What follows belongs to an exercise in optimizing a design on an open flow for a short achievable clock period and few clock cycles per item; a production flow would make more cautious choices. Function not checked in this run: the RTL went through the layout flow alone. Power is estimated from default activity; no workload was simulated.

--- flow/design.v ---
package vliwPkg;
	localparam int dataWidth = 16;
	localparam int regCount = 32;
	localparam int regAddrWidth = 5;
	localparam logic [1:0] respOkay = 2'b00;
	localparam logic [1:0] respSlverr = 2'b10;
	localparam logic [7:0] slotAOffset = 8'h00;
	localparam logic [7:0] slotBOffset = 8'h04;
	typedef enum logic [3:0] {
		opAdd = 4'h0,
		opSub = 4'h1,
		opAnd = 4'h2,
		opOr  = 4'h3,
		opXor = 4'h4,
		opShl = 4'h5,
		opShr = 4'h6,
		opMov = 4'h7,
		opNop = 4'h8
	} opcode_e;
	typedef struct packed {
		logic regImm;
		opcode_e opcode;
		logic [regAddrWidth-1:0] dest;
		logic [regAddrWidth-1:0] src;
		logic [dataWidth-1:0] imm;
		logic spare;
	} instr_t;
	typedef struct packed {
		logic awvalid;
		logic [7:0] awaddr;
		logic wvalid;
		logic [31:0] wdata;
		logic [3:0] wstrb;
		logic bready;
	} axiLiteReq_t;
	typedef struct packed {
		logic awready;
		logic wready;
		logic bvalid;
		logic [1:0] bresp;
	} axiLiteRsp_t;
	typedef struct packed {
		logic valid;
		logic [regAddrWidth-1:0] dest;
		logic [regCount-1:0] destHot;
		logic opArith;
		logic opAnd;
		logic opOr;
		logic opXor;
		logic opShl;
		logic opShr;
		logic opMov;
		logic sub;
	} laneOp_t;
	typedef struct packed {
		logic [regCount-1:0] sel;
		logic fwdA;
		logic fwdB;
		logic useImm;
	} readSel_t;
	typedef struct packed {
		laneOp_t op;
		readSel_t prim;
		readSel_t sec;
		logic [dataWidth-1:0] imm;
	} readSlot_t;
	typedef struct packed {
		laneOp_t op;
		logic [dataWidth-1:0] primVal;
		logic [dataWidth-1:0] secVal;
		logic [dataWidth-1:0] prop;
		logic [dataWidth-1:0] gen;
	} execSlot_t;
	typedef struct packed {
		logic valid;
		logic [regAddrWidth-1:0] dest;
		logic [dataWidth-1:0] data;
	} wbLane_t;
endpackage
module bundleFetch
(
	input  logic        clock_i,
	input  logic        reset_i,
	input  logic        resetLate_i,
	input  vliwPkg::axiLiteReq_t axiReq_i,
	output vliwPkg::axiLiteRsp_t axiRsp_o,
	output logic        issue_o,
	output vliwPkg::instr_t slotA_o,
	output vliwPkg::instr_t slotB_o
);
	logic awRdy;
	logic wRdy;
	logic awGot;
	logic wGot;
	logic bValid;
	logic [1:0] bResp;
	logic heldSlotA;
	logic heldSlotB;
	logic [31:0] wData;
	logic [3:0] wStrb;
	logic isSlotA;
	logic isSlotB;
	logic [31:0] curData;
	logic [3:0] curStrb;
	vliwPkg::instr_t slotA;
	vliwPkg::instr_t slotB;
	vliwPkg::instr_t mergedA;
	vliwPkg::instr_t mergedB;
	logic awFire;
	logic wFire;
	logic awHas;
	logic wHas;
	logic done;
	logic bNext;
	function automatic logic [31:0] mergeStrobe(
		input logic [31:0] oldWord,
		input logic [31:0] newWord,
		input logic [3:0] strb
	);
		logic [31:0] merged;
		merged = oldWord;
		for (int i = 0; i < 4; i++)
		begin
			if (strb[i])
				merged[8*i +: 8] = newWord[8*i +: 8];
		end
		mergeStrobe = merged;
	endfunction
	assign awFire = axiReq_i.awvalid && awRdy;
	assign wFire = axiReq_i.wvalid && wRdy;
	assign awHas = awGot || awFire;
	assign wHas = wGot || wFire;
	assign done = awHas && wHas;
	assign bNext = done || (bValid && !axiReq_i.bready);
	always_ff @(posedge clock_i)
	begin
		if (reset_i)
		begin
			awRdy <= 1'b1;
			wRdy <= 1'b1;
			awGot <= 1'b0;
			wGot <= 1'b0;
			bValid <= 1'b0;
		end
		else
		begin
			awGot <= awHas && !wHas;
			wGot <= wHas && !awHas;
			bValid <= bNext;
			awRdy <= !(awHas && !wHas) && !bNext;
			wRdy <= !(wHas && !awHas) && !bNext;
		end
	end
	always_ff @(posedge clock_i)
	begin
		if (awRdy)
		begin
			heldSlotA <= (axiReq_i.awaddr == vliwPkg::slotAOffset);
			heldSlotB <= (axiReq_i.awaddr == vliwPkg::slotBOffset);
			bResp <= (axiReq_i.awaddr == vliwPkg::slotAOffset || axiReq_i.awaddr == vliwPkg::slotBOffset)
				? vliwPkg::respOkay : vliwPkg::respSlverr;
		end
		if (wRdy)
		begin
			wData <= axiReq_i.wdata;
			wStrb <= axiReq_i.wstrb;
		end
	end
	assign isSlotA = awGot ? heldSlotA : (axiReq_i.awaddr == vliwPkg::slotAOffset);
	assign isSlotB = awGot ? heldSlotB : (axiReq_i.awaddr == vliwPkg::slotBOffset);
	assign curData = wGot ? wData : axiReq_i.wdata;
	assign curStrb = wGot ? wStrb : axiReq_i.wstrb;
	assign mergedA = vliwPkg::instr_t'(mergeStrobe(slotA, curData, curStrb));
	assign mergedB = vliwPkg::instr_t'(mergeStrobe(slotB, curData, curStrb));
	always_ff @(posedge clock_i)
	begin
		if (resetLate_i)
		begin
			slotA <= '0;
			slotB <= '0;
		end
		else if (done)
		begin
			if (isSlotA)
				slotA <= mergedA;
			if (isSlotB)
				slotB <= mergedB;
		end
	end
	assign axiRsp_o.awready = awRdy;
	assign axiRsp_o.wready = wRdy;
	assign axiRsp_o.bvalid = bValid;
	assign axiRsp_o.bresp = bResp;
	assign issue_o = done && isSlotB;
	assign slotA_o = slotA;
	assign slotB_o = mergedB;
endmodule
module slotDecode
(
	input  logic                  issue_i,
	input  vliwPkg::instr_t       instr_i,
	input  logic [vliwPkg::regCount-1:0] busyA_i,
	input  logic [vliwPkg::regCount-1:0] busyB_i,
	input  vliwPkg::laneOp_t      execA_i,
	input  vliwPkg::laneOp_t      execB_i,
	output vliwPkg::readSlot_t    read_o
);
	logic [3:0] op;
	assign op = instr_i.opcode;
	always_comb
	begin
		read_o.op.valid = issue_i && !op[3];
		read_o.op.dest = instr_i.dest;
		read_o.op.destHot = '0;
		read_o.op.destHot[instr_i.dest] = 1'b1;
		read_o.op.opArith = (op == vliwPkg::opAdd) || (op == vliwPkg::opSub);
		read_o.op.opAnd = (op == vliwPkg::opAnd);
		read_o.op.opOr = (op == vliwPkg::opOr);
		read_o.op.opXor = (op == vliwPkg::opXor);
		read_o.op.opShl = (op == vliwPkg::opShl);
		read_o.op.opShr = (op == vliwPkg::opShr);
		read_o.op.opMov = (op == vliwPkg::opMov);
		read_o.op.sub = (op == vliwPkg::opSub);
		read_o.imm = instr_i.imm;
	end
	hazardCheck primSel (
		.addr_i  (instr_i.dest),
		.useImm_i(1'b0),
		.busyA_i (busyA_i),
		.busyB_i (busyB_i),
		.execAValid_i(execA_i.valid),
		.execADest_i (execA_i.dest),
		.execBValid_i(execB_i.valid),
		.execBDest_i (execB_i.dest),
		.sel_o   (read_o.prim)
	);
	hazardCheck secSel (
		.addr_i  (instr_i.src),
		.useImm_i(instr_i.regImm),
		.busyA_i (busyA_i),
		.busyB_i (busyB_i),
		.execAValid_i(execA_i.valid),
		.execADest_i (execA_i.dest),
		.execBValid_i(execB_i.valid),
		.execBDest_i (execB_i.dest),
		.sel_o   (read_o.sec)
	);
endmodule
module hazardCheck
(
	input  logic [vliwPkg::regAddrWidth-1:0] addr_i,
	input  logic useImm_i,
	input  logic [vliwPkg::regCount-1:0] busyA_i,
	input  logic [vliwPkg::regCount-1:0] busyB_i,
	input  logic execAValid_i,
	input  logic [vliwPkg::regAddrWidth-1:0] execADest_i,
	input  logic execBValid_i,
	input  logic [vliwPkg::regAddrWidth-1:0] execBDest_i,
	output vliwPkg::readSel_t sel_o
);
	logic [vliwPkg::regCount-1:0] hot;
	always_comb
	begin
		hot = '0;
		if (!useImm_i)
			hot[addr_i] = 1'b1;
	end
	assign sel_o.sel = hot & ~busyA_i & ~busyB_i;
	assign sel_o.fwdB = !useImm_i && execBValid_i && execBDest_i == addr_i;
	assign sel_o.fwdA = !useImm_i && execAValid_i && execADest_i == addr_i
		&& !(execBValid_i && execBDest_i == addr_i);
	assign sel_o.useImm = useImm_i;
endmodule
module registerFile
(
	input  logic         clock_i,
	input  logic         resetLate_i,
	input  logic [vliwPkg::regCount-1:0] weA_i,
	input  logic [vliwPkg::regCount-1:0] weB_i,
	input  logic [vliwPkg::dataWidth-1:0] dataA_i,
	input  logic [vliwPkg::dataWidth-1:0] dataB_i,
	input  vliwPkg::readSel_t primA_i,
	input  vliwPkg::readSel_t secA_i,
	input  vliwPkg::readSel_t primB_i,
	input  vliwPkg::readSel_t secB_i,
	input  logic [vliwPkg::dataWidth-1:0] immA_i,
	input  logic [vliwPkg::dataWidth-1:0] immB_i,
	output logic [vliwPkg::dataWidth-1:0] primA_o,
	output logic [vliwPkg::dataWidth-1:0] secA_o,
	output logic [vliwPkg::dataWidth-1:0] primB_o,
	output logic [vliwPkg::dataWidth-1:0] secB_o
);
	logic [vliwPkg::dataWidth-1:0] regs [vliwPkg::regCount];
	always_ff @(posedge clock_i)
	begin
		for (int i = 0; i < vliwPkg::regCount; i++)
		begin
			if (resetLate_i)
				regs[i] <= '0;
			else if (weB_i[i])
				regs[i] <= dataB_i;
			else if (weA_i[i])
				regs[i] <= dataA_i;
		end
	end
	function automatic logic [vliwPkg::dataWidth-1:0] readPort(
		input vliwPkg::readSel_t sel,
		input logic [vliwPkg::dataWidth-1:0] imm
	);
		logic [vliwPkg::dataWidth-1:0] val;
		val = ({vliwPkg::dataWidth{sel.fwdA}} & dataA_i)
			| ({vliwPkg::dataWidth{sel.fwdB}} & dataB_i)
			| ({vliwPkg::dataWidth{sel.useImm}} & imm);
		for (int i = 0; i < vliwPkg::regCount; i++)
			val = val | ({vliwPkg::dataWidth{sel.sel[i]}} & regs[i]);
		readPort = val;
	endfunction
	assign primA_o = readPort(primA_i, immA_i);
	assign secA_o = readPort(secA_i, immA_i);
	assign primB_o = readPort(primB_i, immB_i);
	assign secB_o = readPort(secB_i, immB_i);
endmodule
module arithmeticUnit
(
	input  logic      clock_i,
	input  logic      reset_i,
	input  vliwPkg::execSlot_t exec_i,
	output vliwPkg::wbLane_t   wb_o,
	output logic [vliwPkg::dataWidth-1:0] data_o,
	output logic [vliwPkg::regCount-1:0] we_o
);
	logic [vliwPkg::dataWidth-1:0] sum;
	logic [vliwPkg::dataWidth-1:0] result;
	function automatic logic [vliwPkg::dataWidth-1:0] prefixCarry(
		input logic [vliwPkg::dataWidth-1:0] prop,
		input logic [vliwPkg::dataWidth-1:0] gen,
		input logic cin
	);
		logic [vliwPkg::dataWidth-1:0] p;
		logic [vliwPkg::dataWidth-1:0] g;
		logic [vliwPkg::dataWidth-1:0] gn;
		logic [vliwPkg::dataWidth-1:0] pn;
		p = prop;
		g = gen;
		for (int d = 1; d < vliwPkg::dataWidth; d = d * 2)
		begin
			gn = g;
			pn = p;
			for (int i = d; i < vliwPkg::dataWidth; i++)
			begin
				gn[i] = g[i] | (p[i] & g[i-d]);
				pn[i] = p[i] & p[i-d];
			end
			g = gn;
			p = pn;
		end
		prefixCarry = {g[vliwPkg::dataWidth-2:0], cin};
	endfunction
	assign sum = exec_i.prop ^ prefixCarry(exec_i.prop, exec_i.gen, exec_i.op.sub);
	always_comb
	begin
		result = ({vliwPkg::dataWidth{exec_i.op.opArith}} & sum)
			| ({vliwPkg::dataWidth{exec_i.op.opAnd}} & exec_i.gen)
			| ({vliwPkg::dataWidth{exec_i.op.opOr}} & (exec_i.prop | exec_i.gen))
			| ({vliwPkg::dataWidth{exec_i.op.opXor}} & exec_i.prop)
			| ({vliwPkg::dataWidth{exec_i.op.opShl}} & (exec_i.primVal << exec_i.secVal[3:0]))
			| ({vliwPkg::dataWidth{exec_i.op.opShr}} & (exec_i.primVal >> exec_i.secVal[3:0]))
			| ({vliwPkg::dataWidth{exec_i.op.opMov}} & exec_i.secVal);
	end
	always_ff @(posedge clock_i)
	begin
		wb_o.dest <= exec_i.op.dest;
		wb_o.data <= result;
		if (exec_i.op.valid)
			data_o <= result;
		if (reset_i)
		begin
			wb_o.valid <= 1'b0;
			we_o <= '0;
		end
		else
		begin
			wb_o.valid <= exec_i.op.valid;
			we_o <= exec_i.op.valid ? exec_i.op.destHot : '0;
		end
	end
endmodule
module vliwCore
(
	input  logic        clock_i,
	input  logic        reset_i,
	input  vliwPkg::axiLiteReq_t axiReq_i,
	output vliwPkg::axiLiteRsp_t axiRsp_o,
	output vliwPkg::wbLane_t     wbA_o,
	output vliwPkg::wbLane_t     wbB_o
);
	logic resetLate;
	logic issue;
	vliwPkg::instr_t slotA;
	vliwPkg::instr_t slotB;
	vliwPkg::readSlot_t nextA;
	vliwPkg::readSlot_t nextB;
	vliwPkg::readSlot_t readA;
	vliwPkg::readSlot_t readB;
	logic [vliwPkg::dataWidth-1:0] primA;
	logic [vliwPkg::dataWidth-1:0] secA;
	logic [vliwPkg::dataWidth-1:0] primB;
	logic [vliwPkg::dataWidth-1:0] secB;
	vliwPkg::execSlot_t execA;
	vliwPkg::execSlot_t execB;
	logic [vliwPkg::dataWidth-1:0] dataA;
	logic [vliwPkg::dataWidth-1:0] dataB;
	logic [vliwPkg::regCount-1:0] busyA;
	logic [vliwPkg::regCount-1:0] busyB;
	logic [vliwPkg::regCount-1:0] weA;
	logic [vliwPkg::regCount-1:0] weB;
	always_ff @(posedge clock_i)
		resetLate <= reset_i;
	bundleFetch fetch (
		.clock_i    (clock_i),
		.reset_i    (reset_i),
		.resetLate_i(resetLate),
		.axiReq_i   (axiReq_i),
		.axiRsp_o   (axiRsp_o),
		.issue_o    (issue),
		.slotA_o    (slotA),
		.slotB_o    (slotB)
	);
	slotDecode decodeA (
		.issue_i(issue),
		.instr_i(slotA),
		.busyA_i(busyA),
		.busyB_i(busyB),
		.execA_i(execA.op),
		.execB_i(execB.op),
		.read_o (nextA)
	);
	slotDecode decodeB (
		.issue_i(issue),
		.instr_i(slotB),
		.busyA_i(busyA),
		.busyB_i(busyB),
		.execA_i(execA.op),
		.execB_i(execB.op),
		.read_o (nextB)
	);
	always_ff @(posedge clock_i)
	begin
		readA <= nextA;
		readB <= nextB;
		if (reset_i)
		begin
			readA.op.valid <= 1'b0;
			readB.op.valid <= 1'b0;
		end
	end
	registerFile registers (
		.clock_i    (clock_i),
		.resetLate_i(resetLate),
		.weA_i      (weA),
		.weB_i      (weB),
		.dataA_i    (dataA),
		.dataB_i    (dataB),
		.primA_i    (readA.prim),
		.secA_i     (readA.sec),
		.primB_i    (readB.prim),
		.secB_i     (readB.sec),
		.immA_i     (readA.imm),
		.immB_i     (readB.imm),
		.primA_o    (primA),
		.secA_o     (secA),
		.primB_o    (primB),
		.secB_o     (secB)
	);
	function automatic logic [2*vliwPkg::dataWidth-1:0] adderTerms(
		input logic [vliwPkg::dataWidth-1:0] a,
		input logic [vliwPkg::dataWidth-1:0] b,
		input logic sub
	);
		logic [vliwPkg::dataWidth-1:0] bb;
		logic [vliwPkg::dataWidth-1:0] p;
		logic [vliwPkg::dataWidth-1:0] g;
		bb = sub ? ~b : b;
		p = a ^ bb;
		g = a & bb;
		g[0] = g[0] | (p[0] & sub);
		adderTerms = {p, g};
	endfunction
	always_ff @(posedge clock_i)
	begin
		execA.op <= readA.op;
		execA.primVal <= primA;
		execA.secVal <= secA;
		{execA.prop, execA.gen} <= adderTerms(primA, secA, readA.op.sub);
		execB.op <= readB.op;
		execB.primVal <= primB;
		execB.secVal <= secB;
		{execB.prop, execB.gen} <= adderTerms(primB, secB, readB.op.sub);
		if (reset_i)
		begin
			execA.op.valid <= 1'b0;
			execB.op.valid <= 1'b0;
			busyA <= '0;
			busyB <= '0;
		end
		else
		begin
			busyA <= readA.op.valid ? readA.op.destHot : '0;
			busyB <= readB.op.valid ? readB.op.destHot : '0;
		end
	end
	arithmeticUnit laneA (
		.clock_i(clock_i),
		.reset_i(reset_i),
		.exec_i (execA),
		.wb_o   (wbA_o),
		.data_o (dataA),
		.we_o   (weA)
	);
	arithmeticUnit laneB (
		.clock_i(clock_i),
		.reset_i(reset_i),
		.exec_i (execB),
		.wb_o   (wbB_o),
		.data_o (dataB),
		.we_o   (weB)
	);
endmodule
module vliwTop
(
	input  logic        clock_i,
	input  logic        reset_i,
	input  logic        awvalid_i,
	input  logic [7:0]  awaddr_i,
	input  logic        wvalid_i,
	input  logic [31:0] wdata_i,
	input  logic [3:0]  wstrb_i,
	input  logic        bready_i,
	output logic        awready_o,
	output logic        wready_o,
	output logic        bvalid_o,
	output logic [1:0]  bresp_o,
	output logic        wbAValid_o,
	output logic [4:0]  wbADest_o,
	output logic [15:0] wbAData_o,
	output logic        wbBValid_o,
	output logic [4:0]  wbBDest_o,
	output logic [15:0] wbBData_o
);
	vliwPkg::axiLiteReq_t axiReq;
	vliwPkg::axiLiteRsp_t axiRsp;
	vliwPkg::wbLane_t wbA;
	vliwPkg::wbLane_t wbB;
	assign axiReq.awvalid = awvalid_i;
	assign axiReq.awaddr = awaddr_i;
	assign axiReq.wvalid = wvalid_i;
	assign axiReq.wdata = wdata_i;
	assign axiReq.wstrb = wstrb_i;
	assign axiReq.bready = bready_i;
	vliwCore core (
		.clock_i (clock_i),
		.reset_i (reset_i),
		.axiReq_i(axiReq),
		.axiRsp_o(axiRsp),
		.wbA_o   (wbA),
		.wbB_o   (wbB)
	);
	assign awready_o = axiRsp.awready;
	assign wready_o = axiRsp.wready;
	assign bvalid_o = axiRsp.bvalid;
	assign bresp_o = axiRsp.bresp;
	assign wbAValid_o = wbA.valid;
	assign wbADest_o = wbA.dest;
	assign wbAData_o = wbA.data;
	assign wbBValid_o = wbB.valid;
	assign wbBDest_o = wbB.dest;
	assign wbBData_o = wbB.data;
endmodule
--- flow/flow/run.sh ---
#!/bin/bash
# Standard synthesis, then the standard layout steps with delay cells kept
# out of port buffering and repair, and sizing not held to cell footprints.
set -euo pipefail
DONT_USE="$(cat flow/dontuse.txt)"
bash standard.sh synth > synth.log 2>&1
bash standard.sh MATCH_CELL_FOOTPRINT=0 "DONT_USE_CELLS=$DONT_USE" finish > layout.log 2>&1
--- flow/flow/dontuse.txt ---
sky130_fd_sc_hd__probe_p_8 sky130_fd_sc_hd__probec_p_8 sky130_fd_sc_hd__lpflow_bleeder_1 sky130_fd_sc_hd__lpflow_clkbufkapwr_1 sky130_fd_sc_hd__lpflow_clkbufkapwr_16 sky130_fd_sc_hd__lpflow_clkbufkapwr_2 sky130_fd_sc_hd__lpflow_clkbufkapwr_4 sky130_fd_sc_hd__lpflow_clkbufkapwr_8 sky130_fd_sc_hd__lpflow_clkinvkapwr_1 sky130_fd_sc_hd__lpflow_clkinvkapwr_16 sky130_fd_sc_hd__lpflow_clkinvkapwr_2 sky130_fd_sc_hd__lpflow_clkinvkapwr_4 sky130_fd_sc_hd__lpflow_clkinvkapwr_8 sky130_fd_sc_hd__lpflow_decapkapwr_12 sky130_fd_sc_hd__lpflow_decapkapwr_3 sky130_fd_sc_hd__lpflow_decapkapwr_4 sky130_fd_sc_hd__lpflow_decapkapwr_6 sky130_fd_sc_hd__lpflow_decapkapwr_8 sky130_fd_sc_hd__lpflow_inputiso0n_1 sky130_fd_sc_hd__lpflow_inputiso0p_1 sky130_fd_sc_hd__lpflow_inputiso1n_1 sky130_fd_sc_hd__lpflow_inputiso1p_1 sky130_fd_sc_hd__lpflow_inputisolatch_1 sky130_fd_sc_hd__lpflow_isobufsrc_1 sky130_fd_sc_hd__lpflow_isobufsrc_16 sky130_fd_sc_hd__lpflow_isobufsrc_2 sky130_fd_sc_hd__lpflow_isobufsrc_4 sky130_fd_sc_hd__lpflow_isobufsrc_8 sky130_fd_sc_hd__lpflow_isobufsrckapwr_16 sky130_fd_sc_hd__lpflow_lsbuf_lh_hl_isowell_tap_1 sky130_fd_sc_hd__lpflow_lsbuf_lh_hl_isowell_tap_2 sky130_fd_sc_hd__lpflow_lsbuf_lh_hl_isowell_tap_4 sky130_fd_sc_hd__lpflow_lsbuf_lh_isowell_4 sky130_fd_sc_hd__lpflow_lsbuf_lh_isowell_tap_1 sky130_fd_sc_hd__lpflow_lsbuf_lh_isowell_tap_2 sky130_fd_sc_hd__lpflow_lsbuf_lh_isowell_tap_4 sky130_fd_sc_hd__dlygate4sd1_1 sky130_fd_sc_hd__dlygate4sd2_1 sky130_fd_sc_hd__dlygate4sd3_1 sky130_fd_sc_hd__clkdlybuf4s15_1 sky130_fd_sc_hd__clkdlybuf4s15_2 sky130_fd_sc_hd__clkdlybuf4s18_1 sky130_fd_sc_hd__clkdlybuf4s18_2 sky130_fd_sc_hd__clkdlybuf4s25_1 sky130_fd_sc_hd__clkdlybuf4s25_2 sky130_fd_sc_hd__clkdlybuf4s50_1 sky130_fd_sc_hd__clkdlybuf4s50_2 sky130_fd_sc_hd__dlymetal6s2s_1 sky130_fd_sc_hd__dlymetal6s4s_1 sky130_fd_sc_hd__dlymetal6s6s_1
--- flow/standard.sh ---
#!/bin/bash
# synth_recipe.tcl (not shown) runs the flow's synth.tcl, then flattens the netlist and writes it again
# the make line also repeats each setting of config.mk as NAME=value (left out here)
make -C /OpenROAD-flow-scripts/flow DESIGN_CONFIG=/design/flow/config.mk WORK_HOME=/design/flow/orfs CLKGATE_MAP_FILE= SYNTH_SCRIPT=/design/flow/synth_recipe.tcl "${@:-finish}"
--- flow/config.mk ---
export PLATFORM = sky130hd
export DESIGN_NAME = vliwTop
export DESIGN_NICKNAME = vliwTop
export VERILOG_FILES = /design/flow/design.v
export SDC_FILE = /design/flow/constraint.sdc
export NUM_CORES = 4
export LEC_CHECK = 0
export CAP_MARGIN = 20
export CORE_MARGIN = 2
export CORE_UTILIZATION = 40
export SETUP_SLACK_MARGIN = 2.5
export SLEW_MARGIN = 20
--- flow/constraint.sdc ---
create_clock -name core_clock -period 4.5 [get_ports {clock_i}]
set_input_delay 0.9000 -clock core_clock [delete_from_list [all_inputs] [get_ports {clock_i}]]
set_output_delay 0.9000 -clock core_clock [all_outputs]
set_load 0.01 [all_outputs]
==> results.txt <==
-- power by group through the flow --
stage	clock network (mW)	logic [mW]	registers, mW
floorplan	0	0.909	12.2
global placement	0	1.26	12.8
detailed placement	0	1.26	12.8
CTS	12.7	2.26	12.2
-- metal layers --
layer	GRT usage (%)	GRT overflow
met1	63.3	0
met5	23.3	4
met3	44.6	3
met2	70.8	1
met4	49.6	1
-- through the flow --
step	cell area [sq um]	total power, mW	hold WS (ps)	setup WS, ps
CTS	79100	27.2	250	2000
detailed placement	64300	14.0	312	815
floorplan	62700	13.2	310	1730
global placement	64200	14.0	310	884
-- worst max-delay path by stage --
stage	cells after the start	slack, ps	start	endpoint
after floorplan	8	1730	awaddr_i[5]	core.fetch.slotA[17]
after global placement	8	880	wstrb_i[3]	core.readB[73]
after detailed placement	8	810	wstrb_i[3]	core.readB[73]
after CTS	6	2000	core.execB[20]	core.laneB.data_o[11]
-- timing repair --
| item | in CTS |
|---|---|
| setup endpoints to repair | 687 |
| cloned | 11 |
| hold buffers | 0 |
| setup buffers | 691 |
| pin swaps | 322 |
| endpoints found under the hold margin | 0 |
| gates resized for setup | 1685 |
-- logic make-up after synthesis --
logic type	synth area share [%]
flip-flops	43.1
other	0.00603
buffers and inverters	4.81
adder cells (fa/ha/maj)	1.11
XOR/XNOR	1.46
multiplexers	11.1
AO/OA/AOI/OAI	22.1
AND/OR/NAND/NOR	16.4
==> summary.md <==
| Metric | Value |
|---|---|
| Status | did not finish |
| Fail Step | global routing (5_1_grt) |
| Tool error | [ERROR GRT-0232] Routing congestion too high. Check the congestion heatmap in the GUI. |
| Synth Flop Type | dfxtp_1 |
| Port bufs | 95 |
| Cells after DPL | 8750 |
| Synthesized instance count | 7077 |
| Io pins | 98 |
| Initial core utilization | 40.3% |
| Seq/Total Area, Yosys | 43.1% |
| Die height | 398 um |
| H-tree depth | 4 |
| Grt total ovfl | 9 |
| Total CTS buffers | 143 |
| Syn nets | 7181 |
| Top cell type by total area after synthesis | dfxtp_1 |
| Synth top cells by count | nor2_1 (1255), dfxtp_1 (1234), a22oi_1 (780), clkbuf_1 (691), mux2i_1 (620) |
| Synthesized cell area | 62200 sq um |
| Largest cells by area after synthesis | dfxtp_1 (40%), mux2i_1 (10%), a22oi_1 (9.4%), nor2_1 (7.6%), a21oi_1 (4.9%) |
| CTS max path bufs | 3 |
| Mean area per synthesized cell | 8.79 sq um |
| Most common cell in the netlist | nor2_1 |
| Clk root buf | clkbuf_16 |
| Global placement routability congestion | 1.15 |
| Maximum number of pins on one net before global-route repair | 102 |
| Sink Count | 1304 |
| Total GRT Usage | 58.5% |
| Yosys top cell area share | 39.7% |
| FFs w/ async S/R, synth | 0% |
| Synth warnings | 7 |
| Die span in x | 398 um |
| Post-DP HPWL | 276000 um |
| Number of synthesized flops with an enable pin | 70 |
| Synth cell types | 81 |
| #FFs+latches synth | 1304 |
| Row count | 144 |
